From an optimization exercise on the open Yosys and OpenROAD flow, aimed at small area, a short achievable clock period and few clock cycles; shortcuts taken in it are not production practice. Function was checked by simulation only, so behaviour that the tests miss may differ from the original. Power is estimated from default activity; no workload was simulated.

## the baseline
==> module bridgeNor2, before the edit <==
module bridgeNor2 (
    input  wire  a,
    input  wire  b,
    output logic y
);
    assign y = !(a || b);
endmodule
==> module axiToAhbBridge, before the edit <==
module axiToAhbBridge (
    input  wire         ACLK,
    input  wire         rst,
    input  wire         awValid,
    output logic        awReady,
    input  wire  [3:0]  awId,
    input  wire  [31:0] awAddr,
    input  wire  [3:0]  awLen,
    input  wire  [2:0]  awSize,
    input  wire         wValid,
    output logic        wReady,
    input  wire  [31:0] wData,
    input  wire         wLast,
    output logic        bValid,
    input  wire         bReady,
    output logic [3:0]  bId,
    output logic [1:0]  bResp,
    input  wire         arValid,
    output logic        arReady,
    input  wire  [3:0]  arId,
    input  wire  [31:0] arAddr,
    input  wire  [3:0]  arLen,
    input  wire  [2:0]  arSize,
    output logic        rValid,
    input  wire         rReady,
    output logic [3:0]  rId,
    output logic [31:0] rData,
    output logic [1:0]  rResp,
    output logic        rLast,
    output logic [31:0] hAddr,
    output logic        hWrite,
    output logic [2:0]  hSize,
    output logic [1:0]  hTrans,
    output logic [31:0] hWData,
    input  wire  [31:0] hRData,
    input  wire         hReady,
    input  wire         hResp
);
    logic [31:0] addr;       
    logic [3:0]  cnt;        
    logic [1:0]  size;
    logic [3:0]  id;
    logic        wr;         
    logic        err;        
    logic [31:0] data;       
    logic        idle;       
    logic        idleN;      
    logic        ap;         
    logic        dp;         
    logic        rp;         
    logic        rSel;       
    logic        rSelN;      
    logic        wDpL;       
    logic        wIss;       
    logic        rIss;       
    logic        rDp;
    logic        rRp;
    logic        wRp;
    logic        ldW;
    logic        ldR;
    logic        issue;
    logic        accept;
    logic        respValid;
    logic        respReady;
    logic        apN;
    logic        dpN;
    logic        rpN;
    logic        wrN;
    assign rDp = dp && !wr;
    assign rRp = rp && !wr;
    assign wRp = rp && wr;
    assign awReady = idle;
    bridgeNor2 uArReady (.a(idleN), .b(awValid), .y(arReady));
    assign ldW     = awValid && idle;
    assign ldR     = arValid && idle && !awValid;
    assign issue  = (wIss && wValid) || (rIss && hReady && rReady);
    assign accept = issue && hReady;
    logic hTransNs;
    bridgeAo2 uHTrans (.a0(wIss), .a1(wValid), .b0(rIss), .b1(hReady), .b2(rReady), .y(hTransNs));
    assign hTrans = {hTransNs, 1'b0};
    assign hAddr  = addr;
    assign hWrite = wr;
    assign hSize  = {1'b0, size};
    assign hWData = data;
    logic wrTake;
    assign wrTake = wIss && hReady;
    bridgeAnd2 uWReady (.a(wIss), .b(hReady), .y(wReady));
    logic bVal;
    assign bVal = wRp || (wDpL && hReady);
    bridgeAo21 uBValid (.a(wRp), .b0(wDpL), .b1(hReady), .y(bValid));
    assign bId    = id;
    assign bResp  = {err || (dp && hResp), 1'b0};
    logic rVal;
    assign rVal = rRp || (rDp && hReady);
    bridgeAo21 uRValid (.a(rRp), .b0(rDp), .b1(hReady), .y(rValid));
    assign rId    = id;
    bridgeSel2 #(.Width(32)) uSelRData (.d0(data), .d1(hRData), .s0(rSel), .s1(rSelN), .y(rData));
    logic rErr;
    bridgeSel2 #(.Width(1)) uSelRResp (.d0(err), .d1(hResp), .s0(rSel), .s1(rSelN), .y(rErr));
    assign rResp  = {rErr, 1'b0};
    assign rLast  = !ap;
    logic [11:0] incAddr;
    logic [2:0]  incLow;
    assign incLow  = {1'b0, addr[1:0]} + {1'b0, size == 2'd1, size == 2'd0};
    assign incAddr = {addr[11:2] + {9'd0, incLow[2] || (size == 2'd2)}, incLow[1:0]};
    assign respValid = bVal || rVal;
    assign respReady = wr ? bReady : rReady;
    assign wrN = idle ? ldW : wr;
    assign apN = ldW || ldR || (ap && !(accept && (cnt == 4'd0)));
    assign dpN = accept || (dp && !hReady);
    assign rpN = respValid && !respReady;
    always_ff @(posedge ACLK)
    begin
        if (rst)
        begin
            idle <= 1'b1;
            idleN <= 1'b0;
            ap   <= 1'b0;
            dp   <= 1'b0;
            rp   <= 1'b0;
            rSel <= 1'b0;
            rSelN <= 1'b1;
            wDpL <= 1'b0;
            wIss <= 1'b0;
            rIss <= 1'b0;
        end
        else
        begin
            idle <= !(apN || dpN || rpN);
            idleN <= apN || dpN || rpN;
            ap   <= apN;
            dp   <= dpN;
            rp   <= rpN;
            rSel <= rpN || wrN;
            rSelN <= !(rpN || wrN);
            wDpL <= dpN && wrN && !apN;
            wIss <= apN && wrN;
            rIss <= apN && !wrN;
        end
    end
    logic [31:0] nData;
    bridgeSel2 #(.Width(32)) uSelData (.d0(wData), .d1(rData), .s0(wrTake), .s1(!wrTake), .y(nData));
    always_ff @(posedge ACLK)
    begin
        data <= nData;
    end
    logic        selW;
    logic        selR;
    logic        selH;
    logic [31:0] nAddr;
    logic [1:0]  nSize;
    logic [3:0]  nCnt;
    logic [3:0]  nId;
    assign selW = idle && awValid;
    assign selR = idle && !awValid;
    assign selH = !idle;
    bridgeSel3 #(.Width(32)) uSelAddr (.d0(awAddr), .d1(arAddr), .d2(addr), .s0(selW), .s1(selR), .s2(selH), .y(nAddr));
    bridgeSel3 #(.Width(2)) uSelSize (.d0(awSize[1:0]), .d1(arSize[1:0]), .d2(size), .s0(selW), .s1(selR), .s2(selH), .y(nSize));
    bridgeSel3 #(.Width(4)) uSelCnt (.d0(awLen), .d1(arLen), .d2(cnt), .s0(selW), .s1(selR), .s2(selH), .y(nCnt));
    bridgeSel3 #(.Width(4)) uSelId (.d0(awId), .d1(arId), .d2(id), .s0(selW), .s1(selR), .s2(selH), .y(nId));
    always_ff @(posedge ACLK)
    begin
        addr[31:12] <= nAddr[31:12];
        addr[11:0]  <= accept ? incAddr : nAddr[11:0];
        cnt         <= accept ? cnt - 4'd1 : nCnt;
        size        <= nSize;
        id          <= nId;
        wr <= wrN;
        err <= !idle && (wr ? bResp[1] : rResp[1]);
    end
endmodule
==> flow/config.mk <==
export PLATFORM = sky130hd
export DESIGN_NAME = axiToAhbBridge
export DESIGN_NICKNAME = axiToAhbBridge
export VERILOG_FILES = /design/flow/design.v
export SDC_FILE = /design/flow/constraint.sdc
export NUM_CORES = 4
export LEC_CHECK = 0
export CAP_MARGIN = 20
export CORE_MARGIN = 2
export CORE_UTILIZATION = 55
export PLACE_DENSITY = 0.7
export SETUP_SLACK_MARGIN = 2.82
export SLEW_MARGIN = 20
export SYNTH_HIERARCHICAL = 1
export SYNTH_MINIMUM_KEEP_SIZE = 0
==> flow/constraint.sdc <==
create_clock -name core_clock -period 5.5 [get_ports {ACLK}]
set_input_delay 1.1000 -clock core_clock [delete_from_list [all_inputs] [get_ports {ACLK}]]
set_output_delay 1.1000 -clock core_clock [all_outputs]
set_load 0.01 [all_outputs]
standard.sh (not shown) runs the stock make flow with config.mk's settings and CLKGATE_MAP_FILE= SYNTH_SCRIPT=/design/flow/synth_recipe.tcl, a recipe that flattens the netlist after the stock synthesis.
==> flow/flow/run.sh <==
#!/bin/bash
set -euo pipefail
export BUFFER_PORTS_ARGS="-buffer_cell sky130_fd_sc_hd__buf_1"
export CTS_ARGS="-sink_clustering_enable -repair_clock_nets -dont_use_dummy_load -buf_list sky130_fd_sc_hd__clkbuf_8 -root_buf sky130_fd_sc_hd__clkbuf_8"
if ! bash standard.sh finish > make_finish.log 2>&1; then
  tail -50 make_finish.log
  exit 1
fi
Testbench counts of the baseline, summed over its fixed seeds: cycles 20,074.
## Diff of input files: the candidate against the baseline
--- a/flow/design.v
+++ b/flow/design.v
@@ -48,19 +48,12 @@
     input  wire  a,
     input  wire  b,
     input  wire  c,
     output logic y
 );
     assign y = !(a && b && c);
-endmodule
-module bridgeNor2 (
-    input  wire  a,
-    input  wire  b,
-    output logic y
-);
-    assign y = !(a || b);
 endmodule
 module bridgeAnd2 (
     input  wire  a,
     input  wire  b,
     output logic y
 );
@@ -174,13 +167,12 @@
     logic [1:0]  size;
     logic [3:0]  id;
     logic        wr;         
     logic        err;        
     logic [31:0] data;       
     logic        idle;       
-    logic        idleN;      
     logic        ap;         
     logic        dp;         
     logic        rp;         
     logic        rSel;       
     logic        rSelN;      
     logic        wDpL;       
@@ -200,15 +192,15 @@
     logic        rpN;
     logic        wrN;
     assign rDp = dp && !wr;
     assign rRp = rp && !wr;
     assign wRp = rp && wr;
     assign awReady = idle;
-    bridgeNor2 uArReady (.a(idleN), .b(awValid), .y(arReady));
+    assign arReady = idle && !awValid;
     assign ldW     = awValid && idle;
-    assign ldR     = arValid && idle && !awValid;
+    assign ldR     = arValid && arReady;
     assign issue  = (wIss && wValid) || (rIss && hReady && rReady);
     assign accept = issue && hReady;
     logic hTransNs;
     bridgeAo2 uHTrans (.a0(wIss), .a1(wValid), .b0(rIss), .b1(hReady), .b2(rReady), .y(hTransNs));
     assign hTrans = {hTransNs, 1'b0};
     assign hAddr  = addr;
@@ -225,15 +217,13 @@
     assign bResp  = {err || (dp && hResp), 1'b0};
     logic rVal;
     assign rVal = rRp || (rDp && hReady);
     bridgeAo21 uRValid (.a(rRp), .b0(rDp), .b1(hReady), .y(rValid));
     assign rId    = id;
     bridgeSel2 #(.Width(32)) uSelRData (.d0(data), .d1(hRData), .s0(rSel), .s1(rSelN), .y(rData));
-    logic rErr;
-    bridgeSel2 #(.Width(1)) uSelRResp (.d0(err), .d1(hResp), .s0(rSel), .s1(rSelN), .y(rErr));
-    assign rResp  = {rErr, 1'b0};
+    assign rResp  = {rp ? err : hResp, 1'b0};
     assign rLast  = !ap;
     logic [11:0] incAddr;
     logic [2:0]  incLow;
     assign incLow  = {1'b0, addr[1:0]} + {1'b0, size == 2'd1, size == 2'd0};
     assign incAddr = {addr[11:2] + {9'd0, incLow[2] || (size == 2'd2)}, incLow[1:0]};
     assign respValid = bVal || rVal;
@@ -244,26 +234,24 @@
     assign rpN = respValid && !respReady;
     always_ff @(posedge ACLK)
     begin
         if (rst)
         begin
             idle <= 1'b1;
-            idleN <= 1'b0;
             ap   <= 1'b0;
             dp   <= 1'b0;
             rp   <= 1'b0;
             rSel <= 1'b0;
             rSelN <= 1'b1;
             wDpL <= 1'b0;
             wIss <= 1'b0;
             rIss <= 1'b0;
         end
         else
         begin
             idle <= !(apN || dpN || rpN);
-            idleN <= apN || dpN || rpN;
             ap   <= apN;
             dp   <= dpN;
             rp   <= rpN;
             rSel <= rpN || wrN;
             rSelN <= !(rpN || wrN);
             wDpL <= dpN && wrN && !apN;
- Cmp the candidate and the baseline / number of antenna violations at the first check in global routing / lower: the candidate
- Diff the baseline -> the candidate: utilization increased 0.63 points; cell-internal power decreased 0.33%.
- The candidate vs. the baseline: power per cell area went down 0.49%, sequential share of layout area went down 0.48 points, maximum frequency now smaller.
- In terms of total power, the candidate and the baseline differ only marginally.
- Non-clock buffer count, the candidate and the baseline, lower one = the baseline.
- The candidate ended up with arReady as its capturing instance or port of the critical path; the baseline ended up with rValid.
- In terms of clock network area share, the candidate and the baseline differ only marginally.
- Going from the baseline to the candidate, the final setup slack of the worst path was found to have gone down by 0.043 ns.
- Of the candidate and the baseline, the higher fraction of the cycle the final worst path needs belongs to the candidate.
- Higher worst hold slack was reported by the candidate, not the baseline.
Testbench counts of the candidate, summed over its fixed seeds: cycles 20,074.

## port drivers added, routing unchanged
Ports are ideal in the flow. The routed layouts listed here were re-timed in OpenROAD.
Step 1 assumes that a clkbuf_16 drives the clock port and a buf_2 every other input.
Step 2 moves the port delays by t, midway between the first and last clock arrival at a register: inputs arrive t later, outputs are due t later. That takes back most of the time a late clock gives input paths.
Three values: ideal ports, drivers, drivers and shift; two values: the first two.
run | t (ns) | setup WS [ns] | worst register clock-pin slew, ns
the baseline | 0.362 | 2.843 / 2.816 / 2.783 | 0.09 / 0.09
the candidate | 0.365 | 2.800 / 2.770 / 2.746 | 0.09 / 0.09
After both steps every run listed still meets setup and hold. The setup slack of the baseline, which loses most, moves by -0.027 ns with the drivers and by -0.060 ns with both steps.
